This design comes from an exercise in tuning for small area, a short achievable clock period and few clock cycles per item on the open sky130 flow, not from production work.
RTL that was checked went through simulation tests only; none was proved equivalent to the original.
Only the layout flow was run in runs 1 and 2; the RTL was not checked for function there.
Power is estimated from default activity; no workload was simulated.

`flow/config.mk`:
```
export PLATFORM = sky130hd
export DESIGN_NAME = wildcard_byte_signature_scanner
export DESIGN_NICKNAME = wildcard_byte_signature_scanner
export VERILOG_FILES = /design/flow/design.v
export SDC_FILE = /design/flow/constraint.sdc
export NUM_CORES = 4
export LEC_CHECK = 0
export ABC_CLOCK_PERIOD_IN_PS = 2500
export CAP_MARGIN = 30
export CORE_MARGIN = 2
export CORE_UTILIZATION = 60
export SETUP_SLACK_MARGIN = 3.2
export SLEW_MARGIN = 25
```
`flow/constraint.sdc`:
```
create_clock -name core_clock -period 5.5 [get_ports {clk_i}]
set_input_delay 1.1000 -clock core_clock [delete_from_list [all_inputs] [get_ports {clk_i}]]
set_output_delay 1.1000 -clock core_clock [all_outputs]
set_load 0.01 [all_outputs]
```
`flow/design.v`:
```
package sbs_pkg;
  localparam int MaxSigLen  = 48;
  localparam int SigRegs    = 6;
  localparam int SigRegW    = 64;
  localparam int LenBits    = 6;
  localparam int OffsetBits = 32;
  localparam int CfgIdxW    = 3;
endpackage
import sbs_pkg::*;
module sbs_cfg (
  input  logic                                clk_i,
  input  logic                                rst_ni,
  input  logic                                cfg_we_i,
  input  logic [sbs_pkg::CfgIdxW-1:0]         cfg_index_i,
  input  logic [sbs_pkg::SigRegW-1:0]         cfg_data_i,
  output logic [sbs_pkg::MaxSigLen-1:0][7:0]  sig_o,      
  output logic [sbs_pkg::SigRegs-1:0]         sig_wr_o,   
  output logic [sbs_pkg::MaxSigLen-1:0]       wild_o,     
  output logic [sbs_pkg::LenBits-1:0]         lm1_o       
);
  logic [SigRegs-1:0][SigRegW-1:0] sig_q;
  logic [SigRegs-1:0]              sig_wr_q;
  logic [MaxSigLen-1:0]            wild_q;
  logic                            wild_wr_q;
  logic [LenBits-1:0]              lm1_q;
  logic [LenBits-1:0]              lm1_d;
  always_comb begin
    if (cfg_data_i[LenBits-1:0] == '0) begin
      lm1_d = 6'd0;
    end else if (cfg_data_i[LenBits-1:0] > 6'd48) begin
      lm1_d = 6'd47;
    end else begin
      lm1_d = cfg_data_i[LenBits-1:0] - 6'd1;
    end
  end
  always_ff @(posedge clk_i) begin
    for (int r = 0; r < SigRegs; r++) begin
      if (cfg_we_i && cfg_index_i == 3'(r)) sig_q[r] <= cfg_data_i;
    end
    if (cfg_we_i && cfg_index_i == 3'd6) wild_q <= cfg_data_i[MaxSigLen-1:0];
  end
  always_ff @(posedge clk_i or negedge rst_ni) begin
    if (!rst_ni) begin
      sig_wr_q  <= '0;
      wild_wr_q <= 1'b0;
      lm1_q     <= 6'd0;
    end else if (cfg_we_i) begin
      for (int r = 0; r < SigRegs; r++) begin
        if (cfg_index_i == 3'(r)) sig_wr_q[r] <= 1'b1;
      end
      if (cfg_index_i == 3'd6) wild_wr_q <= 1'b1;
      if (cfg_index_i == 3'd7) lm1_q     <= lm1_d;
    end
  end
  assign sig_o    = sig_q;
  assign sig_wr_o = sig_wr_q;
  assign wild_o   = wild_q & {MaxSigLen{wild_wr_q}};
  assign lm1_o    = lm1_q;
endmodule
import sbs_pkg::*;
module sbs_match (
  input  logic                                clk_i,
  input  logic                                rst_ni,
  input  logic                                step_i,      
  input  logic [7:0]                          byte_i,
  input  logic                                last_i,
  input  logic [sbs_pkg::MaxSigLen-1:0][7:0]  sig_i,
  input  logic [sbs_pkg::SigRegs-1:0]         sig_wr_i,
  input  logic [sbs_pkg::MaxSigLen-1:0]       wild_i,
  input  logic [sbs_pkg::LenBits-1:0]         lm1_i,
  output logic                                end_o,       
  output logic [sbs_pkg::OffsetBits-1:0]      offset_o     
);
  logic [MaxSigLen-1:0]  st_q, st_d, pos_ok, sel;
  logic                  first_q;       
  logic [OffsetBits-1:0] ofs_q, ofs_d;
  logic                  sat_q, sat_d;  
  logic                  zero_byte;
  logic [OffsetBits-1:0] ofs_init;      
  logic [OffsetBits-1:0] ofs_last;      
  logic [LenBits-1:0]    lp1;
  assign zero_byte = (byte_i == 8'h00);
  always_comb begin
    for (int j = 0; j < MaxSigLen; j++) begin
      pos_ok[j] = wild_i[j] || (sig_wr_i[j/8] ? (byte_i == sig_i[j]) : zero_byte);
      sel[j]    = (lm1_i == 6'(j));
    end
    st_d[0] = pos_ok[0];
    for (int j = 1; j < MaxSigLen; j++) begin
      st_d[j] = pos_ok[j] && st_q[j-1] && !first_q;
    end
  end
  assign lp1      = lm1_i + 6'd2;
  assign ofs_init = 32'd0 - {26'd0, lm1_i};
  assign ofs_last = {26'h3ffffff, ~lp1};
  always_comb begin
    if (first_q) begin
      ofs_d = ofs_init;
      sat_d = 1'b0;
    end else if (sat_q) begin
      ofs_d = ofs_q;
      sat_d = 1'b1;
    end else begin
      ofs_d = ofs_q + 32'd1;
      sat_d = (ofs_q == ofs_last);
    end
  end
  always_ff @(posedge clk_i) begin
    if (step_i) begin
      st_q  <= st_d;
      ofs_q <= ofs_d;
      sat_q <= sat_d;
    end
  end
  always_ff @(posedge clk_i or negedge rst_ni) begin
    if (!rst_ni) begin
      first_q <= 1'b1;
    end else if (step_i) begin
      first_q <= last_i;
    end
  end
  assign end_o    = |(st_q & sel);
  assign offset_o = ofs_q;
endmodule
module wildcard_byte_signature_scanner (
  input  logic                           clk_i,
  input  logic                           rst_ni,
  input  logic                           cfg_we_i,
  input  logic [sbs_pkg::CfgIdxW-1:0]    cfg_index_i,
  input  logic [sbs_pkg::SigRegW-1:0]    cfg_data_i,
  input  logic                           in_valid_i,
  output logic                           in_stall_o,
  input  logic [7:0]                     data_byte_i,
  input  logic                           region_last_i,
  output logic                           out_valid_o,
  input  logic                           out_stall_i,
  output logic                           found_o,
  output logic [sbs_pkg::OffsetBits-1:0] match_offset_o
);
  logic [sbs_pkg::MaxSigLen-1:0][7:0] sig;
  logic [sbs_pkg::SigRegs-1:0]        sig_wr;
  logic [sbs_pkg::MaxSigLen-1:0]      wild;
  logic [sbs_pkg::LenBits-1:0]        lm1;
  logic        take;           
  logic        in_valid_q;     
  logic [7:0]  byte_q;
  logic        last_a_q;
  logic        step;           
  logic        held_q;         
  logic        last_q;         
  logic        reported_q;     
  logic        eval;           
  logic        match_end;
  logic        hit;
  logic        produce;
  logic [31:0] ofs;
  logic        stall_q;
  logic        in_valid_d;
  logic        held_d;
  logic        out_valid_d;
  logic        out_valid_q;
  logic        found_q;
  logic [31:0] offset_q;
  assign take = in_valid_i && !stall_q;
  assign eval = held_q && !(out_valid_q && out_stall_i);
  assign step = in_valid_q && (!held_q || eval);
  sbs_cfg u_cfg (
    .clk_i       (clk_i),
    .rst_ni      (rst_ni),
    .cfg_we_i    (cfg_we_i),
    .cfg_index_i (cfg_index_i),
    .cfg_data_i  (cfg_data_i),
    .sig_o       (sig),
    .sig_wr_o    (sig_wr),
    .wild_o      (wild),
    .lm1_o       (lm1)
  );
  sbs_match u_match (
    .clk_i    (clk_i),
    .rst_ni   (rst_ni),
    .step_i   (step),
    .byte_i   (byte_q),
    .last_i   (last_a_q),
    .sig_i    (sig),
    .sig_wr_i (sig_wr),
    .wild_i   (wild),
    .lm1_i    (lm1),
    .end_o    (match_end),
    .offset_o (ofs)
  );
  assign hit         = match_end && !reported_q;
  assign produce     = hit || (last_q && !reported_q);
  assign in_valid_d  = take || (in_valid_q && !step);
  assign held_d      = step || (held_q && !eval);
  assign out_valid_d = eval ? produce : (out_valid_q && out_stall_i);
  always_ff @(posedge clk_i or negedge rst_ni) begin
    if (!rst_ni) begin
      in_valid_q  <= 1'b0;
      held_q      <= 1'b0;
      reported_q  <= 1'b0;
      out_valid_q <= 1'b0;
      stall_q     <= 1'b0;
    end else begin
      in_valid_q  <= in_valid_d;
      held_q      <= held_d;
      out_valid_q <= out_valid_d;
      stall_q     <= in_valid_d && held_d && out_valid_d;
      if (eval) begin
        reported_q <= !last_q && (reported_q || hit);
      end
    end
  end
  always_ff @(posedge clk_i) begin
    if (!stall_q) begin
      byte_q   <= data_byte_i;
      last_a_q <= region_last_i;
    end
    if (step) begin
      last_q <= last_a_q;
    end
    if (eval) begin
      found_q  <= hit;
      offset_q <= hit ? ofs : 32'd0;
    end
  end
  assign in_stall_o     = stall_q;
  assign out_valid_o    = out_valid_q;
  assign found_o        = found_q;
  assign match_offset_o = offset_q;
endmodule
```
`flow/run.sh`:
```
#!/bin/bash
# synth_recipe.tcl (not shown) runs the flow's synth.tcl, then flattens the netlist and writes it again
# the make line also repeats each setting of config.mk as NAME=value (left out here)
make -C /OpenROAD-flow-scripts/flow DESIGN_CONFIG=/design/flow/config.mk WORK_HOME=/design/flow/orfs CLKGATE_MAP_FILE= SYNTH_SCRIPT=/design/flow/synth_recipe.tcl finish
```
==> flow_summary.ini, run 1 <==
[clocking]
cts_tree = built
clk_pin_slew_worst_paths_ns = 0.06
cts_buffers = 58
worstSkewPairLatency_ns = 0.63
cts-root-buf = clkbuf_16
cts.sink_count = 575
cts.htree.levels = 2
cts_max_path_buffers = 3

[floorplan]
die_x_um = 208
initial_core_util_pct = 60.8
core-area_um2 = 40900
rows = 74
die-area_um2 = 43100
ioPinCount = 116
die_h_um = 208

[logic_synthesis]
yosys.area.top_type = edfxtp_1
yosysTopAreaCellShare_pct = 67.1
synth_nets = 1776
synth_enable_flop_cells = 556
synth_cells = 1686
yosys_warnings = 3
synthTopCellsByArea = edfxtp_1, xor2_1, xnor2_1
synth.ff_latch_count = 575
synthArstFlopShare_pct = 3.30
yosysSeqAreaShare_pct = 69.0
syn_area_per_cell_um2 = 14.8
synth.distinct_cells = 64
synth_ff_type = edfxtp_1
synth_area_um2 = 24900

[placement]
place.gp.congestion = 0.879
dpl_cell_area_um2 = 26700
hpwl_mm = 39.9
portBuffers = 115

[global_routing]
grt_pass1_vias = 14500
antenna_found_initial = 0
grt_usage_pct = 30.2
grt.overflow.total = 0
grt_max_degree = 66
grt_first_pass_wirelength_mm = 95.4

[detailed_routing]
wl_per_cell_um = 27.3
routed_wirelength_mm = 66.8
avgViaCountPerCell = 6.10
first_iter_violations = 1670
dr.pass1.iters = 5
drc_errors = 0
num_vias = 14900
ant_nets = 0

[setup_path]
end_kind = register
crit_type = register to register
arrival_ns = 2.82
r2r_cells = 11
required_ns = 5.87
critPathMaxFanout = 7
rr_startpoint = u_cfg.lm1_q[1]$_DFFE_PN0P_
ff2ff_setup_slack_ns = 3.05
reg2reg_to = offset_q[18]$_SDFFCE_PN0P_
startpoint_type = register

[final_layout]
nNetsFinal = 1963
fill_cells = 2748
multi_input_area_um2 = 7520
n_antenna_cell = 0
final_cell_area_um2 = 29400
drive_gt1_share_pct = 16.9
seqCellArea_um2 = 17200
synthToLayoutAreaGrowth_pct = 18.4

[hold_path]
min_from = last_a_q$_DFFE_PN_
holdPathStages = 0
hold_end = last_q$_DFFE_PP_
min_path_type = register to register

[run_status]
status = timing/DRC/antenna clean

[sta]
fmax_mhz = 408
setup_tns_ns = 0
finalSetupViolations = 0
drv_slew = 0
hold_viol = 0
rsz0062_at_grt = true
slew_headroom_pct = 42.3
worst-slew-pin-transition_ns = 0.866
finalCritPeriodShare_pct = 44.6
min_period_ns = 2.45
clock_skew_ns = 0.0229

[flow_run]
drv_cap = 0

[power_and_ir_drop]
powerDensity_nw_per_um2 = 429
p_leak_uw = 0.0101
ir_worst_vdd_mv = 0.378
## how the worst max path moves through the flow
stage / start / endpoint / slack (ns) / cells after the start
after floorplan: cfg_index_i[0] / u_cfg.sig_q[0]$_DFFE_PP_ / 2.21 / 2
after global placement: cfg_index_i[1] / u_cfg.sig_q[382]$_DFFE_PP_ / 1.89 / 4
after detailed placement: cfg_index_i[1] / u_cfg.sig_q[375]$_DFFE_PP_ / 2.13 / 5
after CTS: u_cfg.lm1_q[1]$_DFFE_PN0P_ / offset_q[17]$_SDFFCE_PN0P_ / 3.08 / 11
after global routing: u_cfg.lm1_q[1]$_DFFE_PN0P_ / offset_q[18]$_SDFFCE_PN0P_ / 2.93 / 11
final: u_cfg.lm1_q[1]$_DFFE_PN0P_ / offset_q[18]$_SDFFCE_PN0P_ / 3.05 / 11
## report_power, final
part / internal (uW) / switching (uW)
combinational: 1290 / 1610
clock: 2140 / 1650
sequential: 5490 / 441
total: 8920 / 3700
## what timing repair did
item | in CTS | in global routing
pin swaps | 14 | 9
gates cloned | 5 | 6
setup endpoints to repair | 508 | 400
gates resized for setup | 203 | 45
hold buffers | 0 | 0
setup buffers | 45 | 13
## final cells by class
| cell class | instances | share of cell area (%) |
|---|---|---|
| flip-flops and latches | 575 | 58.4 |
| clock buffers | 68 | 5.12 |
| repair inverters | 1 | 0.0170 |
| well taps | 532 | 2.26 |
| inverters | 16 | 0.225 |
| clock inverters | 37 | 0.999 |
| repair buffers | 213 | 7.47 |
| multi-input cells | 1008 | 25.5 |
## state kept, by name, summed over array words and instances, names as in the netlist, 6 cells and up
signal          count
byte_q              8
u_cfg.sig_wr_q      6
u_cfg.lm1_q         6
u_cfg.wild_q       48
u_match.ofs_q      32
u_match.st_q       48
offset_q           32
u_cfg.sig_q       384
## placed cells by master (no fill, tap or decap), drive strengths merged, types with 2 or more instances in the layout
master	instances
or2	7
nand2b	7
and4	2
a21o	2
mux2i	6
a222oi	2
dlygate4sd2	2
xnor2	210
nor2b	3
nor3	14
bufinv	4
nor4	54
a22o	2
edfxtp	556
nand2	44
ha	9
a21oi	61
nand3	112
a211oi	3
inv	16
buf	126
a22oi	10
a31oi	2
clkinvlp	3
and3	57
clkinv	31
dlymetal6s2s	6
bufbuf	2
and2	33
clkbuf	73
a221oi	3
dfrtp	18
clkdlybuf4s50	72
o21ai	90
nand4	13
xor2	216
nor2	28
o211ai	4
## critical path: stages (launching register included)
cell and delay [ns]:
dfrtp_2 0.43, inv_4 0.07, ha_4 0.20, buf_6 0.12
a222oi_1 0.33, mux2i_1 0.15, o211ai_2 0.15, and4_4 0.28
buf_12 0.12, a21oi_4 0.06, buf_6 0.15, and2_4 0.14
## logic make-up after synthesis
group	count (synthesis)	synth area share, %
DFF	575	69.0
xor gates and xnor gates	426	15.0
and+or+nand+nor	377	8.77
AOI/OAI and AO/OA	188	4.38
buffers and inverters	104	2.09
adders and majority gates	9	0.453
muxes	7	0.287
## layer usage
| metal | global-route usage (%) | routed length (um) | vias to the layer above |
|---|---|---|---|
| met1 | 41.3 | 26500 | 7523 |
| met5 | 0 | 0 | - |
| met2 | 50.0 | 32300 | 736 |
| met3 | 4.74 | 5510 | 138 |
| met4 | 10.1 | 2540 | 0 |
| li1 | - | - | 6550 |
## stage by stage
stage	hold slack (ns)	cells	util, %	total power, uW	setup WS (ns)
6_report	0.496	2450	72.0	12600	3.05
2_1_floorplan	0.426	1686	-	7600	2.21
3_5_place_dp	0.476	2276	65.4	8550	2.13
3_3_place_gp	0.496	2271	65.1	8460	1.89
4_1_cts	0.507	2431	71.1	12500	3.08
5_1_grt	0.517	2450	72.0	13100	2.93
## Yosys cell counts, types with 2 or more instances
cell,number
a221oi_2,3
clkbuf_1,30
xor2_1,216
and2_2,3
nor3_2,3
a31oi_1,2
nand2b_1,6
nand2_1,44
o211ai_1,3
inv_1,16
buf_2,40
nor2b_1,2
and2_4,29
buf_6,9
a22o_1,2
buf_4,3
edfxtp_1,556
and3_1,56
dfrtp_1,18
o21ai_1,9
or2_2,7
a21o_1,2
xnor2_1,210
nand3_1,111
a211oi_1,3
buf_1,6
nor3_1,10
a22oi_1,10
nand4_1,12
o21ai_0,81
mux2i_1,6
a21oi_1,59
nor2_2,6
nor4_1,53
nor2_1,22
a222oi_1,2
ha_1,9
==> run 2, diff against run 1 <==
--- a/flow/config.mk
+++ b/flow/config.mk
@@ -9,5 +9,5 @@
 export CAP_MARGIN = 30
 export CORE_MARGIN = 2
-export CORE_UTILIZATION = 60
+export CORE_UTILIZATION = 40
 export SETUP_SLACK_MARGIN = 3.2
 export SLEW_MARGIN = 25
==> run 2 against run 1 <==
  * Largest cell class unchanged
  * Sequential power about the same
  * Still clean
  * Critical path type unchanged
  * Routed wire length is essentially flat
  * Setup slack got worse by 0.040 ns
==> flow_summary.ini, run 2 <==
[sta]
hold_viol = 0
rsz0062_at_grt = true
worst-slew-pin-transition_ns = 0.867
setup_tns_ns = 0
min_period_ns = 2.49
finalCritPeriodShare_pct = 45.3
finalSetupViolations = 0
clock_skew_ns = 0.0345
slew_headroom_pct = 42.2
drv_slew = 0
fmax_mhz = 401

[logic_synthesis]
synth_ff_type = edfxtp_1
synth.ff_latch_count = 575
synth.distinct_cells = 64
synth_nets = 1776
synth_cells = 1686
yosysMostFrequentCell = edfxtp_1
synthTopCellsByArea = edfxtp_1, xor2_1, xnor2_1
synth_area_um2 = 24900
synthArstFlopShare_pct = 3.30
yosys.area.top_type = edfxtp_1
synth_enable_flop_cells = 556
yosys_warnings = 3
yosysSeqAreaShare_pct = 69.0
syn_area_per_cell_um2 = 14.8
ys_top_cells_by_count = edfxtp_1, xor2_1, xnor2_1
yosysTopAreaCellShare_pct = 67.1

[clocking]
clk_pin_slew_worst_paths_ns = 0.06
cts.htree.levels = 2
worstSkewPairLatency_ns = 0.63
cts.sink_count = 575
cts-root-buf = clkbuf_16
cts-hold-fix-buffers = 0
cts_tree = built
cts_buffers = 60
cts_max_path_buffers = 3

[global_routing]
grt_usage_pct = 20.6
grt_first_pass_wirelength_mm = 96.3
grt_max_degree = 66
grt.overflow.total = 0
grt_pass1_vias = 14300
antenna_found_initial = 0

[final_layout]
n_antenna_cell = 0
reg.largest.list = u_cfg.sig_q x384, u_cfg.wild_q x48, u_match.st_q x48
drive_gt1_share_pct = 17.2
synthToLayoutAreaGrowth_pct = 19.9
regMostFlops = u_cfg.sig_q
final_cell_area_um2 = 29800
nNetsFinal = 1951
layout_commonest_cell = edfxtp_1
largest_register_ffs = 384
final_cell_mix = edfxtp_1, xor2_1, xnor2_1, nand3_1, clkdlybuf4s50_1

[floorplan]
die-area_um2 = 64200
die_h_um = 253
initial_core_util_pct = 40.4
die_x_um = 253
rows = 91
core-area_um2 = 61600
ioPinCount = 116

[setup_path]
rr_startpoint = u_cfg.lm1_q[0]$_DFFE_PN0P_
r2r_cells = 9
ff2ff_setup_slack_ns = 3.01
crit_type = register to register
reg2reg_to = offset_q[0]$_SDFFCE_PN0P_
arrival_ns = 2.87
crit_end = offset_q[0]$_SDFFCE_PN0P_
crit_start = u_cfg.lm1_q[0]$_DFFE_PN0P_
critPathMaxFanout = 16
end_kind = register
startpoint_type = register
required_ns = 5.88

[placement]
dpl_cell_area_um2 = 27100
hpwl_mm = 40.5
place.gp.congestion = 0.858
portBuffers = 115

[detailed_routing]
first_iter_violations = 1224
routed_wirelength_mm = 66.8
ant_nets = 0
num_vias = 14500
avgViaCountPerCell = 5.30
wl_per_cell_um = 24.3
drc_errors = 0
dr.pass1.iters = 5

[power_and_ir_drop]
p_leak_uw = 0.00997
ir_worst_vdd_mv = 0.273
powerDensity_nw_per_um2 = 427
total_power_uw = 12700

[hold_path]
min_path_type = register to register

[run_status]
status = timing/DRC/antenna clean

[flow_run]
drv_cap = 0
[run 2: cell counts after synthesis]
No cell type changed its count.
[run 2: logic make-up (layout without fill, tap and decap cells)]
kind of cell,after synthesis,in the layout,share of synthesized area [%]
fa+ha+maj,9,9,0.453
xor+xnor,426,426,15.0
buf+inv,104,325,2.09
mux,7,7,0.287
simple gates,377,378,8.77
compound gates,188,189,4.38
flops,575,575,69.0
[run 2: timing repair]
action,in CTS,in global routing
setup endpoints to repair,563,318
gates cloned,4,2
setup buffers,36,14
hold endpoints to repair,0,0
gates resized for setup,213,60
pin swaps,11,9
[run 2: through the flow]
| step | util (%) | setup slack (ns) | hold slack (ns) | std cells |
|---|---|---|---|---|
| 4_1_cts | 47.9 | 3.03 | 0.476 | 2730 |
| 5_1_grt | 48.4 | 2.97 | 0.499 | 2746 |
| 6_report | 48.4 | 3.01 | 0.468 | 2746 |
| 2_1_floorplan | - | 2.21 | 0.426 | 1686 |
| 3_3_place_gp | 43.8 | 2.05 | 0.454 | 2577 |
| 3_5_place_dp | 44.0 | 2.00 | 0.462 | 2580 |
[run 2: cell type report]
cell class                 instances  area (um2)
clock inverter                    35         355
fill                            5366       31800
clock buffer                      75        1560
timing repair buffer             199        1950
sequential                       575       17200
tap                              837        1050
multi-input combinational       1009        7660
inverter                          16        68.8
[run 2: metal layers]
metal  global-route usage (%)  routed length [um]  vias to the layer above
met5                        0                   0                        -
met4                     6.07                1710                        0
met3                     2.88                3130                       87
met2                     35.4               33600                      470
met1                     27.2               28400                     7447
li1                         -                   -                     6538
[run 2: worst min-delay path by stage]
stage / start / end / slack [ns] / cells after the start
2_1_floorplan: last_a_q$_DFFE_PN_ / last_q$_DFFE_PP_ / 0.43 / 0
3_3_place_gp: last_a_q$_DFFE_PN_ / last_q$_DFFE_PP_ / 0.45 / 0
3_5_place_dp: last_a_q$_DFFE_PN_ / last_q$_DFFE_PP_ / 0.46 / 0
4_1_cts: last_a_q$_DFFE_PN_ / last_q$_DFFE_PP_ / 0.48 / 0
5_1_grt: last_a_q$_DFFE_PN_ / last_q$_DFFE_PP_ / 0.50 / 0
6_report: last_a_q$_DFFE_PN_ / last_q$_DFFE_PP_ / 0.47 / 0
[run 2: critical path, cell delays in order (launching register included)]
cell      delay, ns
dfrtp_2        0.48
ha_4           0.23
buf_6          0.14
a222oi_1       0.33
mux2i_1        0.15
o211ai_2       0.16
and4_4         0.31
a21oi_4        0.08
buf_12         0.16
and2_2         0.18
[run 2: power breakdown]
part	internal, uW	switching, uW	total (uW)	leakage (uW)
clock network	2320	1660	3990	0.000936
registers	5490	446	5940	0.00536
logic	1220	1580	2800	0.00368
total	9040	3690	12700	0.00997
==> run 3, diff against run 2 <==
--- a/flow/design.v
+++ b/flow/design.v
@@ -17,5 +17,6 @@
   output logic [sbs_pkg::SigRegs-1:0]         sig_wr_o,   
   output logic [sbs_pkg::MaxSigLen-1:0]       wild_o,     
-  output logic [sbs_pkg::LenBits-1:0]         lm1_o       
+  output logic [5:0]                          lm1_hi_o,   
+  output logic [7:0]                          lm1_lo_o    
 );
   logic [SigRegs-1:0][SigRegW-1:0] sig_q;
@@ -23,5 +24,6 @@
   logic [MaxSigLen-1:0]            wild_q;
   logic                            wild_wr_q;
-  logic [LenBits-1:0]              lm1_q;
+  logic [5:0]                      lm1_hi_q;
+  logic [7:0]                      lm1_lo_q;
   logic [LenBits-1:0]              lm1_d;
   always_comb begin
@@ -44,5 +46,6 @@
       sig_wr_q  <= '0;
       wild_wr_q <= 1'b0;
-      lm1_q     <= 6'd0;
+      lm1_hi_q  <= 6'b000001;
+      lm1_lo_q  <= 8'b00000001;
     end else if (cfg_we_i) begin
       for (int r = 0; r < SigRegs; r++) begin
@@ -50,5 +53,8 @@
       end
       if (cfg_index_i == 3'd6) wild_wr_q <= 1'b1;
-      if (cfg_index_i == 3'd7) lm1_q     <= lm1_d;
+      if (cfg_index_i == 3'd7) begin
+        lm1_hi_q <= 6'b000001 << lm1_d[5:3];
+        lm1_lo_q <= 8'b00000001 << lm1_d[2:0];
+      end
     end
   end
@@ -56,5 +62,6 @@
   assign sig_wr_o = sig_wr_q;
   assign wild_o   = wild_q & {MaxSigLen{wild_wr_q}};
-  assign lm1_o    = lm1_q;
+  assign lm1_hi_o = lm1_hi_q;
+  assign lm1_lo_o = lm1_lo_q;
 endmodule
 import sbs_pkg::*;
@@ -68,9 +75,12 @@
   input  logic [sbs_pkg::SigRegs-1:0]         sig_wr_i,
   input  logic [sbs_pkg::MaxSigLen-1:0]       wild_i,
-  input  logic [sbs_pkg::LenBits-1:0]         lm1_i,
+  input  logic [5:0]                          lm1_hi_i,    
+  input  logic [7:0]                          lm1_lo_i,    
   output logic                                end_o,       
   output logic [sbs_pkg::OffsetBits-1:0]      offset_o     
 );
-  logic [MaxSigLen-1:0]  st_q, st_d, pos_ok, sel;
+  logic [MaxSigLen-1:0]  st_q, st_d, pos_ok;
+  logic [5:0]            grp_end;       
+  logic [LenBits-1:0]    lm1;
   logic                  first_q;       
   logic [OffsetBits-1:0] ofs_q, ofs_d;
@@ -84,5 +94,4 @@
     for (int j = 0; j < MaxSigLen; j++) begin
       pos_ok[j] = wild_i[j] || (sig_wr_i[j/8] ? (byte_i == sig_i[j]) : zero_byte);
-      sel[j]    = (lm1_i == 6'(j));
     end
     st_d[0] = pos_ok[0];
@@ -91,6 +100,11 @@
     end
   end
-  assign lp1      = lm1_i + 6'd2;
-  assign ofs_init = 32'd0 - {26'd0, lm1_i};
+  always_comb begin
+    lm1 = '0;
+    for (int h = 0; h < 6; h++) if (lm1_hi_i[h]) lm1[5:3] = lm1[5:3] | 3'(h);
+    for (int l = 0; l < 8; l++) if (lm1_lo_i[l]) lm1[2:0] = lm1[2:0] | 3'(l);
+  end
+  assign lp1      = lm1 + 6'd2;
+  assign ofs_init = 32'd0 - {26'd0, lm1};
   assign ofs_last = {26'h3ffffff, ~lp1};
   always_comb begin
@@ -120,5 +134,10 @@
     end
   end
-  assign end_o    = |(st_q & sel);
+  always_comb begin
+    for (int h = 0; h < 6; h++) begin
+      grp_end[h] = lm1_hi_i[h] && |(st_q[8*h +: 8] & lm1_lo_i);
+    end
+  end
+  assign end_o    = |grp_end;
   assign offset_o = ofs_q;
 endmodule
@@ -141,5 +160,6 @@
   logic [sbs_pkg::SigRegs-1:0]        sig_wr;
   logic [sbs_pkg::MaxSigLen-1:0]      wild;
-  logic [sbs_pkg::LenBits-1:0]        lm1;
+  logic [5:0]                         lm1_hi;
+  logic [7:0]                         lm1_lo;
   logic        take;           
   logic        in_valid_q;     
@@ -163,5 +183,5 @@
   logic [31:0] offset_q;
   assign take = in_valid_i && !stall_q;
-  assign eval = held_q && !(out_valid_q && out_stall_i);
+  assign eval = held_q && !out_valid_q;
   assign step = in_valid_q && (!held_q || eval);
   sbs_cfg u_cfg (
@@ -174,5 +194,6 @@
     .sig_wr_o    (sig_wr),
     .wild_o      (wild),
-    .lm1_o       (lm1)
+    .lm1_hi_o    (lm1_hi),
+    .lm1_lo_o    (lm1_lo)
   );
   sbs_match u_match (
@@ -185,5 +206,6 @@
     .sig_wr_i (sig_wr),
     .wild_i   (wild),
-    .lm1_i    (lm1),
+    .lm1_hi_i (lm1_hi),
+    .lm1_lo_i (lm1_lo),
     .end_o    (match_end),
     .offset_o (ofs)
--- a/flow/config.mk
+++ b/flow/config.mk
@@ -9,5 +9,7 @@
 export CAP_MARGIN = 30
 export CORE_MARGIN = 2
-export CORE_UTILIZATION = 40
-export SETUP_SLACK_MARGIN = 3.2
+export CORE_UTILIZATION = 60
+export CTS_BUF_LIST = sky130_fd_sc_hd__clkbuf_8
+export CTS_CLUSTER_SIZE = 25
+export SETUP_SLACK_MARGIN = 3.3
 export SLEW_MARGIN = 25
==> run 3 against run 2 <==
  * Still clean on timing, DRC and antenna
  * Die area down 32%
  * Clock skew down 0.0080 ns
  * Power down 2.7%
  * Critical path depth down 8
  * Routed wire length down 7.7%
  * Via count up 1.6%
  * Core utilization up 23 points
==> flow_summary.ini, run 3 <==
[final_layout]
drive_gt1_share_pct = 16.9
multi_input_area_um2 = 7730
final_cell_area_um2 = 29300
largest_register_ffs = 384
nNetsFinal = 1988
layout_commonest_cell = edfxtp_1
seqCellArea_um2 = 17400
reg.largest.list = u_cfg.sig_q x384, u_cfg.wild_q x48, u_match.st_q x48
fin_cells = 2505
final_cell_mix = edfxtp_1, xor2_1, a21oi_1, clkbuf_8, nand2_1
synthToLayoutAreaGrowth_pct = 16.9
n_antenna_cell = 0
regMostFlops = u_cfg.sig_q
fill_cells = 2713

[placement]
dpl_cell_area_um2 = 27000
portBuffers = 115
place_inst = 2290
place.gp.congestion = 0.838
hpwl_mm = 35.7

[setup_path]
path_depth = 1
crit_type = register to output port
path_cells = buf_6
required_ns = 4.40
crit_end = out_valid_o
critical-path-top-delay-family = flip-flops
r2r_cells = 8
reg2reg_to = u_match.sat_q$_SDFFCE_PP0P_
arrival_ns = 1.21
critical_path.max_stage_delay_ns = 0.41
rr_startpoint = u_cfg.lm1_lo_q[7]$_DFFE_PN0P_
ff2ff_setup_slack_ns = 3.29
startpoint_type = register
crit_start = out_valid_q$_DFF_PN0_
end_kind = output port
critPathMaxFanout = 2
critPathSlowestCell = dfrtp_2
critical_path_buf_inv_count = 1

[global_routing]
grt.overflow.total = 0
antenna_found_initial = 0
grt_first_pass_wirelength_mm = 90.5
grt_max_degree = 81
grt_usage_pct = 28.5
grt_pass1_vias = 14600

[logic_synthesis]
yosysMostFrequentCell = edfxtp_1
synth.distinct_cells = 66
yosysTopAreaCellShare_pct = 66.5
ys_top_cells_by_count = edfxtp_1, xor2_1, a21oi_1
syn_area_per_cell_um2 = 14.8
synth_ff_type = edfxtp_1
synth_nets = 1788
synth_area_um2 = 25100
synth_cells = 1701
synth_enable_flop_cells = 556
synthTopCellsByArea = edfxtp_1, xor2_1, xnor2_1
synthArstFlopShare_pct = 4.63
yosys.area.top_type = edfxtp_1
yosys_warnings = 3
synth.ff_latch_count = 583
yosysSeqAreaShare_pct = 69.2

[clocking]
cts-hold-fix-buffers = 0
clk_pin_slew_worst_paths_ns = 0.06
worstSkewPairLatency_ns = 0.69
cts.htree.levels = 3
cts.sink_count = 583
cts_buffers = 94
cts_max_path_buffers = 3
cts-root-buf = clkbuf_8
cts_tree = built

[floorplan]
initial_core_util_pct = 61.2
die_h_um = 209
die-area_um2 = 43500
die_x_um = 209
ioPinCount = 116
rows = 74
core-area_um2 = 41000

[sta]
slew_headroom_pct = 27.9
fmax_mhz = 433
setup_tns_ns = 0
clock_skew_ns = 0.0265
min_period_ns = 2.31
worst-slew-pin-transition_ns = 1.08
drv_slew = 0
rsz0062_at_grt = true
hold_viol = 0
finalSetupViolations = 0
finalCritPeriodShare_pct = 42.0

[detailed_routing]
dr.pass1.iters = 7
avgViaCountPerCell = 5.90
drc_errors = 0
routed_wirelength_mm = 61.6
num_vias = 14800
first_iter_violations = 1400
ant_nets = 0
wl_per_cell_um = 24.6

[power_and_ir_drop]
power_frac_seq_pct = 49.3
total_power_uw = 12400
power_frac_comb_pct = 23.7
p_leak_uw = 0.0101
internal-power_uw = 8490
p_clk_share_pct = 27.0
p_sw_uw = 3900
powerDensity_nw_per_um2 = 422
ir_worst_vdd_mv = 0.289
switching_share_pct = 31.5

[flow_run]
drv_cap = 0

[run_status]
status = timing/DRC/antenna clean

[hold_path]
min_path_type = register to register
==> run 3: cell count changes in the layout (fill, tap and decap cells not counted), moves of 26 or more <==
cell and change:
inv_1 +31, and2_4 -26, a21oi_1 +40, and2_1 +29, clkbuf_8 +93, xnor2_1 -134, xor2_1 +135, nand3_1 -95
nand2_1 +44, clkbuf_16 -58, o21ai_0 -50, and3_1 -55, nor3_1 +45, nand4_1 +47
==> run 3: area by class of cell <==
| class | instances | area share [%] |
|---|---|---|
| Sequential cell | 583 | 59.2 |
| Multi-Input combinational cell | 1016 | 26.3 |
| Timing Repair Buffer | 189 | 6.27 |
| Clock buffer | 95 | 4.46 |
| Tap cell | 532 | 2.27 |
| Clock inverter | 73 | 1.19 |
| Inverter | 17 | 0.243 |
==> run 3: routing by layer <==
layer	up-vias	GRT usage, %	share of wire (%)
li1	6694	-	-
met1	7398	38.3	41
met2	557	45.4	48
met3	129	6.85	7.4
met4	0	10.9	3.7
met5	-	0	0
==> run 3: cells by family (layout without fill, tap and decap cells) <==
| kind of cell | count (synthesis) | after routing | share of synthesized area (%) |
|---|---|---|---|
| compound gates | 205 | 206 | 5.16 |
| xor+xnor | 427 | 427 | 14.9 |
| fa+ha+maj | 6 | 6 | 0.299 |
| buf+inv | 107 | 374 | 1.90 |
| flops | 583 | 583 | 69.2 |
| mux | 2 | 2 | 0.0848 |
| simple gates | 371 | 375 | 8.43 |
==> run 3: worst min path at each step <==
| stage | from | endpoint | cells after the start |
|---|---|---|---|
| 6_report | u_cfg.lm1_hi_q[0]$_DFFE_PN1P_ | u_cfg.lm1_hi_q[0]$_DFFE_PN1P_ | 2 |
| 5_1_grt | u_cfg.lm1_hi_q[0]$_DFFE_PN1P_ | u_cfg.lm1_hi_q[0]$_DFFE_PN1P_ | 2 |
| 4_1_cts | u_cfg.lm1_hi_q[0]$_DFFE_PN1P_ | u_cfg.lm1_hi_q[0]$_DFFE_PN1P_ | 2 |
| 3_5_place_dp | u_cfg.lm1_hi_q[0]$_DFFE_PN1P_ | u_cfg.lm1_hi_q[0]$_DFFE_PN1P_ | 2 |
| 3_3_place_gp | u_cfg.lm1_hi_q[0]$_DFFE_PN1P_ | u_cfg.lm1_hi_q[0]$_DFFE_PN1P_ | 2 |
| 2_1_floorplan | last_a_q$_DFFE_PN_ | last_q$_DFFE_PP_ | 0 |
==> run 3: timing repair <==
item / CTS / global route
setup endpoints to repair: 574 / 236
resized for setup: 193 / 73
cloned: 3 / 4
setup buffers: 26 / 13
pin swaps: 9 / 19
==> run 3: power groups by stage <==
stage	registers, uW	logic (uW)	clock network [uW]
floorplan	6060	1800	0
CTS	6090	2730	3400
detailed placement	6190	2710	0
global route	6170	3180	3600
global placement	6180	2620	0
finish	6110	2940	3350
==> run 3: worst reg2reg max path: stages (launching register included) <==
cell	delay, ns
dfrtp_2	0.49
nor4_4	0.36
inv_1	0.08
ha_1	0.32
xnor2_1	0.13
nor4_1	0.21
nand4_1	0.14
nor4_2	0.20
a22o_1	0.17
==> run 3: metrics by stage <==
step / hold WS, ns / setup WS (ns) / utilization [%]
after CTS: 0.480 / 3.14 / 70.3
final: 0.481 / 3.19 / 71.5
after global routing: 0.493 / 3.14 / 71.5
after floorplan: 0.426 / 2.21 / -
after global placement: 0.463 / 2.06 / 65.6
after detailed placement: 0.473 / 1.98 / 65.7
Testbench counts of run 3, summed over its fixed seeds: cycles 52,290, bytes 52,011.
==> run 4, diff against run 3 <==
--- a/flow/config.mk
+++ b/flow/config.mk
@@ -10,6 +10,4 @@
 export CORE_MARGIN = 2
 export CORE_UTILIZATION = 60
-export CTS_BUF_LIST = sky130_fd_sc_hd__clkbuf_8
-export CTS_CLUSTER_SIZE = 25
 export SETUP_SLACK_MARGIN = 3.3
 export SLEW_MARGIN = 25
==> run 4 against run 3 <==
  * Routed wire length decreased by 0.72%
  * Via count shrank 0.53%
  * Sequential share of layout area shrank 0.12 points
  * Register-to-register slack is essentially flat
  * Power up 3.0%
  * Clock power increased by 12%
  * Sequential power is essentially flat
  * First-iteration DRC count is 1.3% lower
  * Clock-buffer cell count is 13 lower
  * Critical path type unchanged
  * Highest routed layer unchanged
==> flow_summary.ini, run 4 <==
[final_layout]
largest_register_ffs = 384
final_cell_mix = edfxtp_1, xor2_1, a21oi_1, nand2_1, xnor2_1
fin_cells = 2438
regMostFlops = u_cfg.sig_q
nNetsFinal = 1944
layout_commonest_cell = edfxtp_1
final_cell_area_um2 = 29400
reg.largest.list = u_cfg.sig_q x384, u_cfg.wild_q x48, u_match.st_q x48
drive_gt1_share_pct = 15.3
synthToLayoutAreaGrowth_pct = 17.2
n_antenna_cell = 0

[placement]
hpwl_mm = 35.7
place_inst = 2290
place_ws_ns = 1.98
portBuffers = 115
place.gp.congestion = 0.838
dpl_cell_area_um2 = 27000

[setup_path]
critPathMaxFanout = 2
critical_path_buf_inv_count = 1
path_cells = buf_6
required_ns = 4.40
crit_type = register to output port
critPathSlowestCell = dfrtp_2
path_depth = 1
arrival_ns = 1.15
startpoint_type = register
critical_path.max_stage_delay_ns = 0.42
end_kind = output port
r2r_cells = 5
critical-path-top-delay-family = flip-flops

[sta]
finalCritPeriodShare_pct = 40.8
slew_headroom_pct = 29.7
rsz0062_at_grt = true
finalSetupViolations = 0
fmax_mhz = 445
finalWorstSetupSlack_ns = 3.25
hold_viol = 0
setup_tns_ns = 0
worst-slew-pin-transition_ns = 1.05
clock_skew_ns = 0.0151
drv_slew = 0
min_period_ns = 2.25

[clocking]
cts_tree = built
cts_buffers = 58
cts_max_path_buffers = 3
cts.htree.levels = 2
cts-root-buf = clkbuf_16
clk_pin_slew_worst_paths_ns = 0.06
cts.sink_count = 583
worstSkewPairLatency_ns = 0.62

[detailed_routing]
dr.pass1.iters = 6
avgViaCountPerCell = 6.03
wl_per_cell_um = 25.1
drc_errors = 0
first_iter_violations = 1382
ant_nets = 0
num_vias = 14700
routed_wirelength_mm = 61.2

[power_and_ir_drop]
p_leak_uw = 0.0100
ir_worst_vdd_mv = 0.298
powerDensity_nw_per_um2 = 434

[logic_synthesis]
yosys.area.top_type = edfxtp_1
synth.ff_latch_count = 583
yosysSeqAreaShare_pct = 69.2
synth_cells = 1701
yosysMostFrequentCell = edfxtp_1
synthArstFlopShare_pct = 4.63
synth_area_um2 = 25100
synth_nets = 1788
synth_ff_type = edfxtp_1
syn_area_per_cell_um2 = 14.8
synth_enable_flop_cells = 556
yosysTopAreaCellShare_pct = 66.5
synthTopCellsByArea = edfxtp_1, xor2_1, xnor2_1
ys_top_cells_by_count = edfxtp_1, xor2_1, a21oi_1
synth.distinct_cells = 66
yosys_warnings = 3

[floorplan]
core-area_um2 = 41000
die_h_um = 209
ioPinCount = 116
initial_core_util_pct = 61.2
rows = 74
die-area_um2 = 43500
die_x_um = 209

[global_routing]
grt_pass1_vias = 14400
antenna_found_initial = 0
grt_max_degree = 81
grt.overflow.total = 0
grt_usage_pct = 28.2
grt_first_pass_wirelength_mm = 90.4

[flow_run]
drv_cap = 0

[hold_path]
holdPathStages = 2
min_path_type = register to register

[run_status]
status = timing/DRC/antenna clean
[run 4: cell counts after synthesis]
No cell type changed its count.
[run 4: path summary, 6_finish.rpt]
path                                                from                            end  slack [ns]
setup reg to reg           u_cfg.lm1_hi_q[5]$_DFFE_PN0P_    u_match.sat_q$_SDFFCE_PP0P_        3.30
min in group asynchronous                         rst_ni  u_cfg.sig_wr_q[3]$_DFFE_PN0P_        0.88
max in group asynchronous                         rst_ni  u_cfg.lm1_hi_q[0]$_DFFE_PN1P_        4.32
hold reg to reg            u_cfg.lm1_hi_q[0]$_DFFE_PN1P_  u_cfg.lm1_hi_q[0]$_DFFE_PN1P_        0.49
setup / recovery                   out_valid_q$_DFF_PN0_                    out_valid_o        3.25
hold / removal             u_cfg.lm1_hi_q[0]$_DFFE_PN1P_  u_cfg.lm1_hi_q[0]$_DFFE_PN1P_        0.49
[run 4: layer usage]
| metal | vias to the layer above | routed length [um] | global-route usage [%] |
|---|---|---|---|
| li1 | 6594 | - | - |
| met1 | 7476 | 25600 | 39.3 |
| met2 | 532 | 29800 | 46.0 |
| met3 | 97 | 4200 | 5.21 |
| met4 | 0 | 1590 | 8.19 |
| met5 | - | 0 | 0 |
[run 4: kinds of logic after synthesis]
| family | after synthesis | share of synthesized area, % |
|---|---|---|
| buffers and inverters | 107 | 1.90 |
| adder cells (fa/ha/maj) | 6 | 0.299 |
| flip-flops | 583 | 69.2 |
| XOR/XNOR | 427 | 14.9 |
| AND/OR/NAND/NOR | 371 | 8.43 |
| AO/OA/AOI/OAI | 205 | 5.16 |
| multiplexers | 2 | 0.0848 |
[run 4: per-stage QoR]
stage	hold slack [ns]	power (uW)	util, %
final	0.491	12800	71.7
after global routing	0.499	13300	71.7
after CTS	0.480	12700	70.7
after detailed placement	0.473	8890	65.7
after global placement	0.463	8800	65.6
after floorplan	0.426	7860	-
[run 4: cell type report]
class                   count  area, um2
multi-input cells        1016       7720
clock buffers              82       1590
flip-flops and latches    583      17400
well taps                 532        666
inverters                  17       71.3
repair buffers            181       1770
fillers                  2699      11600
clock inverters            27        200
[run 4: power by group]
group / total, uW / leakage, uW / switching [uW] / internal [uW]
combinational: 2900 / 0.00366 / 1760 / 1150
clock: 3750 / 0.000884 / 1640 / 2110
sequential: 6110 / 0.00545 / 449 / 5660
[run 4: repair_timing]
action,4_1_cts,5_1_grt
resized for setup,207,66
setup buffers,25,8
endpoints found under the setup margin,590,394
hold buffers,0,0
hold endpoints to repair,0,0
cloned,3,2
pin swaps,7,18
==> run 5, diff against run 4 <==
--- a/flow/config.mk
+++ b/flow/config.mk
@@ -10,4 +10,6 @@
 export CORE_MARGIN = 2
 export CORE_UTILIZATION = 60
+export CTS_CLUSTER_DIAMETER = 80
+export CTS_CLUSTER_SIZE = 30
 export SETUP_SLACK_MARGIN = 3.3
 export SLEW_MARGIN = 25
==> run 5 against run 4 <==
  * Critical path depth is the same
  * Design area down 2.6%
  * First-iteration DRC count rose by 9.6%
  * Largest power group unchanged
==> flow_summary.ini, run 5 <==
[sta]
finalCritPeriodShare_pct = 41.0
hold_viol = 0
setup_tns_ns = 0
rsz0062_at_grt = true
drv_slew = 0
clock_skew_ns = 0.0257
worst-slew-pin-transition_ns = 1.04
slew_headroom_pct = 30.6
finalSetupViolations = 0
min_period_ns = 2.26
fmax_mhz = 443

[clocking]
cts-hold-fix-buffers = 0
worstSkewPairLatency_ns = 0.61
cts_max_path_buffers = 3
cts-root-buf = clkbuf_16
clk_pin_slew_worst_paths_ns = 0.11
cts.sink_count = 583
cts_buffers = 28
cts_tree = built
cts.htree.levels = 1

[power_and_ir_drop]
p_leak_uw = 0.00962
power_frac_comb_pct = 24.9
p_clk_share_pct = 22.2
switching_share_pct = 31.8
internal-power_uw = 7850
ir_worst_vdd_mv = 0.299
p_sw_uw = 3660
powerDensity_nw_per_um2 = 402
power_frac_seq_pct = 52.9

[global_routing]
grt_usage_pct = 27.7
grt_first_pass_wirelength_mm = 88.8
grt.overflow.total = 0
grt_max_degree = 81
grt_pass1_vias = 14100
antenna_found_initial = 0

[final_layout]
reg.largest.list = u_cfg.sig_q x384, u_cfg.wild_q x48, u_match.st_q x48
final_cell_mix = edfxtp_1, xor2_1, a21oi_1, nand2_1, xnor2_1
largest_register_ffs = 384
regMostFlops = u_cfg.sig_q
n_antenna_cell = 0
final_cell_area_um2 = 28600
drive_gt1_share_pct = 14.1
nNetsFinal = 1923
layout_commonest_cell = edfxtp_1
synthToLayoutAreaGrowth_pct = 14.1

[logic_synthesis]
syn_area_per_cell_um2 = 14.8
synth_ff_type = edfxtp_1
yosysMostFrequentCell = edfxtp_1
synth_nets = 1788
yosys.area.top_type = edfxtp_1
yosysTopAreaCellShare_pct = 66.5
synth.distinct_cells = 66
synthArstFlopShare_pct = 4.63
synth.ff_latch_count = 583
synth_enable_flop_cells = 556
yosys_warnings = 3
ys_top_cells_by_count = edfxtp_1, xor2_1, a21oi_1
yosysSeqAreaShare_pct = 69.2
synth_cells = 1701
synth_area_um2 = 25100
synthTopCellsByArea = edfxtp_1, xor2_1, xnor2_1

[run_status]
status = timing/DRC/antenna clean

[floorplan]
die_x_um = 209
die-area_um2 = 43500
initial_core_util_pct = 61.2
core-area_um2 = 41000
die_h_um = 209
ioPinCount = 116
rows = 74

[detailed_routing]
avgViaCountPerCell = 6.06
routed_wirelength_mm = 61.1
num_vias = 14500
wl_per_cell_um = 25.6
ant_nets = 0
drc_errors = 0
dr.pass1.iters = 6
first_iter_violations = 1514

[setup_path]
critical-path-top-delay-family = flip-flops
critPathSlowestCell = edfxtp_1
critical_path.max_stage_delay_ns = 0.40
required_ns = 4.40
reg2reg_to = u_match.sat_q$_SDFFCE_PP0P_
arrival_ns = 1.16
r2r_cells = 5
path_cells = buf_2
rr_startpoint = u_cfg.lm1_hi_q[5]$_DFFE_PN0P_
ff2ff_setup_slack_ns = 3.31
critical_path_buf_inv_count = 1
critPathMaxFanout = 1
end_kind = output port
crit_type = register to output port
startpoint_type = register

[placement]
dpl_cell_area_um2 = 27000
portBuffers = 115
hpwl_mm = 35.7
place.gp.congestion = 0.838

[flow_run]
drv_cap = 0

[hold_path]
hold_end = u_cfg.lm1_hi_q[0]$_DFFE_PN1P_
min_path_type = register to register
min_from = u_cfg.lm1_hi_q[0]$_DFFE_PN1P_
holdPathStages = 2
-- run 5: changes by cell type in the layout (fill, tap and decap cells not counted), sizes merged --
cell and change:
clkinv -18, clkinvlp +3, inv +8, a21oi +1, dlygate4sd2 +1, buf +9, bufinv -1, clkdlybuf4s15 +1
dlymetal6s2s -1, clkbuf -52
-- run 5: repair_timing --
action | 4_1_cts | 5_1_grt
resized for setup | 207 | 51
gates cloned | 3 | 5
buffers inserted | 25 | 14
pin swaps | 8 | 14
setup endpoints to repair | 598 | 206
-- run 5: logic make-up after synthesis --
logic type / synth area share [%]
AOI/OAI and AO/OA: 5.16
xor gates and xnor gates: 14.9
adders and majority gates: 0.299
buffers and inverters: 1.90
DFF: 69.2
muxes: 0.0848
and+or+nand+nor: 8.43
-- run 5: tightest hold or removal path: cells and delay by family, from the launching register on --
family             cells  cell delay [ns]
AOI/OAI and AO/OA      1             0.05
DFF                    1             0.39
and+or+nand+nor        1             0.06
-- run 5: layer usage --
metal	track usage [%]	up-vias	wire (um)
met4	7.91	0	1790
met1	38.2	7393	25300
met5	0	-	0
li1	-	6523	-
met2	45.7	478	30100
met3	5.12	90	3960
-- run 5: how the worst max path moves through the flow --
stage | start | end | slack (ns) | cells past startpoint
2_1_floorplan | cfg_index_i[0] | u_cfg.sig_q[0]$_DFFE_PP_ | 2.21 | 2
3_3_place_gp | cfg_data_i[0] | u_cfg.lm1_hi_q[0]$_DFFE_PN1P_ | 2.06 | 8
3_5_place_dp | cfg_index_i[1] | u_cfg.wild_q[40]$_DFFE_PP_ | 1.98 | 4
4_1_cts | byte_q[2]$_DFFE_PN_ | u_match.st_q[40]$_DFFE_PP_ | 3.17 | 7
5_1_grt | offset_q[27]$_SDFFCE_PN0P_ | match_offset_o[27] | 3.20 | 1
6_report | offset_q[29]$_SDFFCE_PN0P_ | match_offset_o[29] | 3.24 | 1
-- run 5: cell type report --
type                            count  area [um2]
Tap cell                          532         666
Clock buffer                       32         737
Multi-Input combinational cell   1017        7680
Clock inverter                     19         236
Sequential cell                   583       17400
Inverter                           17        71.3
Fill cell                        2790       12400
Timing Repair Buffer              189        1860
-- run 5: power by group through the flow --
stage	clock, uW	combinational (uW)	sequential [uW]
final	2550	2870	6090
after global routing	2730	3110	6160
after CTS	2590	2730	6070
after floorplan	0	1800	6060
after detailed placement	0	2710	6190
after global placement	0	2620	6180
-- run 5: stage by stage --
step / power (uW) / cells / util [%] / hold slack [ns] / setup slack (ns)
3_3_place_gp: 8800 / 2287 / 65.6 / 0.463 / 2.06
2_1_floorplan: 7860 / 1701 / - / 0.426 / 2.21
3_5_place_dp: 8890 / 2290 / 65.7 / 0.473 / 1.98
5_1_grt: 12000 / 2389 / 69.8 / 0.506 / 3.20
4_1_cts: 11400 / 2369 / 68.8 / 0.487 / 3.17
6_report: 11500 / 2389 / 69.8 / 0.495 / 3.24
==> run 6, diff against run 5 <==
==> flow/flow/run.sh (new file) <==
#!/bin/bash
set -euo pipefail
export BUFFER_PORTS_ARGS="-buffer_cell sky130_fd_sc_hd__buf_4"
bash standard.sh > standard_flow.log 2>&1
==> flow/standard.sh (new file) <==
#!/bin/bash
# synth_recipe.tcl (not shown) runs the flow's synth.tcl, then flattens the netlist and writes it again
# the make line also repeats each setting of config.mk as NAME=value (left out here)
make -C /OpenROAD-flow-scripts/flow DESIGN_CONFIG=/design/flow/config.mk WORK_HOME=/design/flow/orfs CLKGATE_MAP_FILE= SYNTH_SCRIPT=/design/flow/synth_recipe.tcl "${@:-finish}"
removed: flow/run.sh
==> run 6 against run 5 <==
  * Still clean on timing, DRC and antenna
  * Critical path depth rose by 7
  * Flip-flop and latch count unchanged
  * Sequential power hardly changed
  * Via count grew 0.67%
  * Non-clock buffer count stayed put
  * Sequential share of layout area up 0.15 points
  * Design area decreased by 0.26%
  * Combinational power rose by 6%
  * Largest power group unchanged
==> flow_summary.ini, run 6 <==
[run_status]
status = timing/DRC/antenna clean

[power_and_ir_drop]
total_power_uw = 11700
powerDensity_nw_per_um2 = 411
p_clk_share_pct = 22.1
ir_worst_vdd_mv = 0.298
internal-power_uw = 8020
switching_share_pct = 31.7
p_leak_uw = 0.00976
power_frac_comb_pct = 25.8
power_frac_seq_pct = 52.1
p_sw_uw = 3730

[clocking]
worstSkewPairLatency_ns = 0.61
cts.htree.levels = 1
cts.sink_count = 583
clk_pin_slew_worst_paths_ns = 0.12
cts_buffers = 28
cts-root-buf = clkbuf_16
cts_max_path_buffers = 3
cts_tree = built

[floorplan]
core-area_um2 = 41000
die_h_um = 209
ioPinCount = 116
die-area_um2 = 43500
rows = 74
die_x_um = 209
initial_core_util_pct = 61.2

[setup_path]
startpoint_type = register
crit_type = register to register
crit_start = u_cfg.lm1_lo_q[6]$_DFFE_PN0P_
critPathMaxFanout = 9
required_ns = 5.86
rr_startpoint = u_cfg.lm1_lo_q[6]$_DFFE_PN0P_
end_kind = register
arrival_ns = 2.65

[detailed_routing]
num_vias = 14600
routed_wirelength_mm = 62.1
avgViaCountPerCell = 6.10
dr.pass1.iters = 6
wl_per_cell_um = 26.0
drc_errors = 0
first_iter_violations = 1278
ant_nets = 0

[logic_synthesis]
synthArstFlopShare_pct = 4.63
syn_area_per_cell_um2 = 14.8
synthTopCellsByArea = edfxtp_1, xor2_1, xnor2_1
yosysTopAreaCellShare_pct = 66.5
synth_area_um2 = 25100
synth_cells = 1701
yosysSeqAreaShare_pct = 69.2
synth_enable_flop_cells = 556
synth.distinct_cells = 66
yosys.area.top_type = edfxtp_1
synth.ff_latch_count = 583
synth_ff_type = edfxtp_1
ys_top_cells_by_count = edfxtp_1, xor2_1, a21oi_1
yosys_warnings = 3
synth_nets = 1788
yosysMostFrequentCell = edfxtp_1

[sta]
hold_viol = 0
holdWs_ns = 0.399
fmax_mhz = 438
min_period_ns = 2.28
clock_skew_ns = 0.0260
setup_tns_ns = 0
finalCritPeriodShare_pct = 41.5
worst-slew-pin-transition_ns = 0.916
rsz0062_at_grt = true
drv_slew = 0
slew_headroom_pct = 38.8
finalSetupViolations = 0

[final_layout]
nNetsFinal = 1925
final_cell_area_um2 = 28600
synthToLayoutAreaGrowth_pct = 13.8
drive_gt1_share_pct = 17.8
fin_cells = 2392
regMostFlops = u_cfg.sig_q
largest_register_ffs = 384
reg.largest.list = u_cfg.sig_q x384, u_cfg.wild_q x48, u_match.st_q x48
final_cell_mix = edfxtp_1, xor2_1, buf_4, a21oi_1, nand2_1
n_antenna_cell = 0
layout_commonest_cell = edfxtp_1

[placement]
place_inst = 2285
portBuffers = 115
hpwl_mm = 36.0
place.gp.congestion = 0.836
dpl_cell_area_um2 = 26600

[global_routing]
antenna_found_initial = 0
grt_first_pass_wirelength_mm = 91.0
grt_max_degree = 81
grt.overflow.total = 0
grt_pass1_vias = 13900
grt_usage_pct = 28.4

[flow_run]
drv_cap = 0

[hold_path]
min_path_type = input port to asynchronous set/reset pin
-- run 6: cells by family after synthesis --
| group | count (synthesis) | synth area share (%) |
|---|---|---|
| buf+inv | 107 | 1.90 |
| flops | 583 | 69.2 |
| simple gates | 371 | 8.43 |
| fa+ha+maj | 6 | 0.299 |
| compound gates | 205 | 5.16 |
| xor+xnor | 427 | 14.9 |
| mux | 2 | 0.0848 |
-- run 6: critical path: stages, from the launching register on --
cell       delay (ns)
dfrtp_2          0.48
buf_4            0.16
a22oi_1          0.19
a41oi_2          0.18
a2111oi_4        0.35
buf_6            0.19
buf_4            0.14
a21oi_4          0.10
and2_1           0.21
-- run 6: final timing paths --
check	end	slack, ns	depth (start not counted)
worst max-delay path	offset_q[31]$_SDFFCE_PN0P_	3.22	8
worst min-delay path	reported_q$_DFFE_PN0P_	0.40	1
worst max register to register	offset_q[31]$_SDFFCE_PN0P_	3.22	8
worst min register to register	u_cfg.lm1_hi_q[0]$_DFFE_PN1P_	0.51	2
max in group asynchronous	u_match.first_q$_DFFE_PN1P_	4.78	1
min in group core_clock	u_cfg.lm1_hi_q[0]$_DFFE_PN1P_	0.51	2
-- run 6: repair_timing --
| action | in CTS | in global routing |
|---|---|---|
| endpoints found under the setup margin | 282 | 299 |
| resized for setup | 72 | 31 |
| gates cloned | 9 | 1 |
| pin swaps | 12 | 12 |
| setup buffers | 24 | 19 |
| hold buffers | 0 | 0 |
-- run 6: per-layer routing --
layer | track usage [%] | part of all wire [%]
met1 | 40.5 | 42
met2 | 47.9 | 49
met3 | 3.17 | 6.3
met4 | 5.73 | 2.2
met5 | 0 | 0
-- run 6: final cells by class --
class	count	area, um2
Inverter	17	71.3
Clock buffer	34	764
Sequential cell	583	17400
Tap cell	532	666
Timing Repair Buffer	189	1810
Clock inverter	18	224
Multi-Input combinational cell	1019	7640
Fill cell	2800	12500
-- run 6: power by group through the flow --
| stage | Sequential (uW) | Clock, uW | Combinational (uW) |
|---|---|---|---|
| floorplan | 6060 | 0 | 1800 |
| global placement | 6180 | 0 | 2550 |
| detailed placement | 6190 | 0 | 2650 |
| CTS | 6110 | 2630 | 2930 |
| global route | 6180 | 2770 | 3260 |
| finish | 6120 | 2590 | 3030 |
-- run 6: stage by stage --
stage               utilization (%)  setup slack [ns]
floorplan                         -              2.21
global placement               64.8              2.34
detailed placement             65.0              2.30
CTS                            68.8              3.18
global route                   69.6              3.14
finish                         69.6              3.22
==> run 7, diff against run 6 <==
==> flow/flow/run.sh (replaced) <==
#!/bin/bash
set -euo pipefail
export BUFFER_PORTS_ARGS="-buffer_cell sky130_fd_sc_hd__buf_2"
bash standard.sh > standard_flow.log 2>&1
--- a/flow/config.mk
+++ b/flow/config.mk
@@ -6,4 +6,5 @@
 export NUM_CORES = 4
 export LEC_CHECK = 0
+export ABC_AREA = 1
 export ABC_CLOCK_PERIOD_IN_PS = 2500
 export CAP_MARGIN = 30
==> run 7 against run 6 <==
  * Maximum frequency increased by 2.2%
  * Synthesized cell count increased by 22%
  * Sequential share of layout area fell by 0.26 points
  * Critical endpoint is now match_offset_o[13]
  * Core utilization is 1.2 points lower
  * Non-clock buffer count stayed put
  * Hold slack better by 0.049 ns
  * Register-to-register slack gained 0.07 ns
==> flow_summary.ini, run 7 <==
[hold_path]
min_path_type = register to register
min_from = last_q$_DFFE_PP_
hold_end = reported_q$_DFFE_PN0P_
holdPathStages = 1

[detailed_routing]
ant_nets = 0
wl_per_cell_um = 27.3
first_iter_violations = 2373
num_vias = 17400
dr.pass1.iters = 6
routed_wirelength_mm = 76.3
avgViaCountPerCell = 6.22
drc_errors = 0

[global_routing]
antenna_found_initial = 2
grt_first_pass_wirelength_mm = 109
grt.overflow.total = 0
grt_usage_pct = 34.4
grt_max_degree = 71
grt_pass1_vias = 16500

[setup_path]
path_cells = buf_2
reg2reg_to = u_match.st_q[33]$_DFFE_PP_
required_ns = 4.40
critical_path_buf_inv_count = 1
critPathSlowestCell = edfxtp_1
rr_startpoint = byte_q[2]$_DFFE_PN_
r2r_cells = 5
end_kind = output port
path_depth = 1
critPathMaxFanout = 1
critical_path.max_stage_delay_ns = 0.38
startpoint_type = register
arrival_ns = 1.14
critical-path-top-delay-family = flip-flops
crit_type = register to output port
ff2ff_setup_slack_ns = 3.29

[final_layout]
largest_register_ffs = 384
finish.utilization_pct = 68.4
nNetsFinal = 2316
synthToLayoutAreaGrowth_pct = 12.4
regMostFlops = u_cfg.sig_q
fill_cells = 3111
reg.largest.list = u_cfg.sig_q x384, u_cfg.wild_q x48, u_match.st_q x48
final_cell_mix = edfxtp_1, nand2_1, xor2_1, inv_1, buf_2
fin_cells = 2792
layout_commonest_cell = edfxtp_1
drive_gt1_share_pct = 17.5

[power_and_ir_drop]
ir_worst_vdd_mv = 0.346
p_leak_uw = 0.0106
powerDensity_nw_per_um2 = 412

[floorplan]
core-area_um2 = 41900
die-area_um2 = 44200
die_x_um = 210
initial_core_util_pct = 60.9
die_h_um = 210
rows = 75
ioPinCount = 116

[logic_synthesis]
ys_top_cells_by_count = edfxtp_1, nand2_1, xor2_1
yosysMostFrequentCell = edfxtp_1
synth.distinct_cells = 45
synth_nets = 2169
syn_area_per_cell_um2 = 12.3
synth_enable_flop_cells = 556
yosysSeqAreaShare_pct = 68.1
synth_cells = 2082
yosys.area.top_type = edfxtp_1
yosysTopAreaCellShare_pct = 65.4
synthArstFlopShare_pct = 4.63
synth_area_um2 = 25500
yosys_warnings = 3
synthTopCellsByArea = edfxtp_1, nand2_1, xor2_1
synth.ff_latch_count = 583
synth_ff_type = edfxtp_1

[clocking]
cts-root-buf = clkbuf_16
cts_buffers = 28
cts.htree.levels = 1
cts_tree = built
clk_pin_slew_worst_paths_ns = 0.11
cts_max_path_buffers = 3
worstSkewPairLatency_ns = 0.62
cts.sink_count = 583

[sta]
finalWorstSetupSlack_ns = 3.26
rsz0062_at_grt = true
hold_viol = 0
finalCritPeriodShare_pct = 40.7
setup_tns_ns = 0
clock_skew_ns = 0.0178
worst-slew-pin-transition_ns = 0.895
finalSetupViolations = 0
drv_slew = 0
fmax_mhz = 447
slew_headroom_pct = 40.3
min_period_ns = 2.24
holdWs_ns = 0.447

[placement]
portBuffers = 115
place_ws_ns = 2.34
hpwl_mm = 48.8
place_inst = 2686
place.gp.congestion = 0.926

[run_status]
status = timing/DRC/antenna clean

[flow_run]
drv_cap = 0
-- run 7: changes by cell type after synthesis, sizes merged, moves of 27 or more --
| cell | previous run | this run |
|---|---|---|
| nand2 | 86 | 394 |
| xor2 | 351 | 150 |
| inv | 17 | 139 |
| nor2 | 22 | 119 |
| o21ai | 11 | 91 |
| or2 | 8 | 45 |
| and2 | 34 | 0 |
| nor4 | 59 | 27 |
| o22ai | 0 | 30 |
| a21boi | 27 | 0 |
| nand3 | 17 | 44 |
-- run 7: cell type report --
class / count / area [um2] / share of cell area (%)
clock inverter: 17 / 219 / 0.763
timing repair buffer: 189 / 1350 / 4.71
tap: 539 / 674 / 2.35
clock buffer: 35 / 748 / 2.61
antenna: 2 / 5.00 / 0.0174
multi-input combinational: 1285 / 7660 / 26.7
timing repair inverter: 3 / 26.3 / 0.0916
inverter: 139 / 617 / 2.15
sequential: 583 / 17400 / 60.6
-- run 7: per-stage QoR --
step | cell area [um2] | total power, uW
6_report | 28700 | 11800
5_1_grt | 28700 | 12300
4_1_cts | 28300 | 11600
3_5_place_dp | 26800 | 8960
3_3_place_gp | 26800 | 8910
2_1_floorplan | 25700 | 7920
-- run 7: cells by family (layout without fill, tap and decap cells) --
| group | Yosys count | after routing | synth area share, % |
|---|---|---|---|
| AO/OA/AOI/OAI | 290 | 291 | 6.71 |
| XOR/XNOR | 237 | 237 | 8.13 |
| AND/OR/NAND/NOR | 744 | 751 | 13.1 |
| adder cells (fa/ha/maj) | 6 | 6 | 0.294 |
| buffers and inverters | 222 | 383 | 3.65 |
| other | 0 | 2 | 0 |
| flip-flops | 583 | 583 | 68.1 |
-- run 7: worst max path at each step --
stage / start / end / slack, ns
CTS: cfg_index_i[1] / u_cfg.sig_q[150]$_DFFE_PP_ / 3.21
floorplan: cfg_we_i / u_cfg.sig_q[0]$_DFFE_PP_ / 2.82
global route: offset_q[1]$_SDFFCE_PN0P_ / match_offset_o[1] / 3.22
finish: offset_q[13]$_SDFFCE_PN0P_ / match_offset_o[13] / 3.26
detailed placement: cfg_index_i[0] / u_cfg.sig_q[336]$_DFFE_PP_ / 2.34
global placement: cfg_index_i[0] / u_cfg.sig_q[336]$_DFFE_PP_ / 2.36
-- run 7: repair_timing --
action | CTS | global route
pin swaps | 13 | 15
endpoints found under the setup margin | 364 | 334
hold buffers | 0 | 0
endpoints found under the hold margin | 0 | 0
cloned | 10 | 3
buffers inserted | 14 | 24
resized for setup | 60 | 40
-- run 7: worst register-to-register path, delay by kind of cell, from the launching register on --
family	cells	cell delay, ns
flops	1	0.39
buf+inv	1	0.35
compound gates	1	0.23
simple gates	2	0.77
xor+xnor	1	0.30
-- run 7: power by group --
group | total (uW) | switching, uW | internal (uW)
sequential | 6050 | 399 | 5650
combinational | 3210 | 2170 | 1040
clock | 2560 | 1510 | 1050
-- run 7: per-layer routing --
| layer | track usage, % | wire [um] | vias to the layer above |
|---|---|---|---|
| met5 | 0 | 15 | - |
| met4 | 14.4 | 3760 | 2 |
| met3 | 5.10 | 6930 | 174 |
| met2 | 57.8 | 37000 | 935 |
| met1 | 45.2 | 28600 | 8617 |
| li1 | - | - | 7636 |

==> afterwards: timing with drivers on the ports <==
No port has a modelled driver above. Below, the same layouts with a new extraction and two added sets of constraints. Step 1, drivers: a clkbuf_16 drives clk_i and a buf_2 each remaining input, both assumed. Step 2 times the ports against the registers' clock, not the clock port: input delays grow and output delays shrink by t, the midpoint of the rising clock arrivals with the driver on. Three values: ideal, step 1, step 2; two values: the first two.
run	t (ns)	slack for setup (ns)	slew at the worst register clock pin (ns)
run 1	0.677	3.049 / 3.049 / 2.595	0.07 / 0.07
run 2	0.666	3.009 / 3.009 / 2.669	0.07 / 0.07
run 3	0.724	3.193 / 3.141 / 2.622	0.07 / 0.07
run 4	0.670	3.254 / 3.196 / 2.651	0.06 / 0.06
run 5	0.655	3.243 / 3.183 / 2.626	0.12 / 0.12
run 6	0.662	3.215 / 3.197 / 2.764	0.12 / 0.12
run 7	0.659	3.264 / 3.211 / 2.754	0.12 / 0.12
After both steps every run listed still meets setup and hold. For run 5, which loses most, drivers alone change the setup slack by -0.060 ns; drivers and shift together by -0.617 ns.
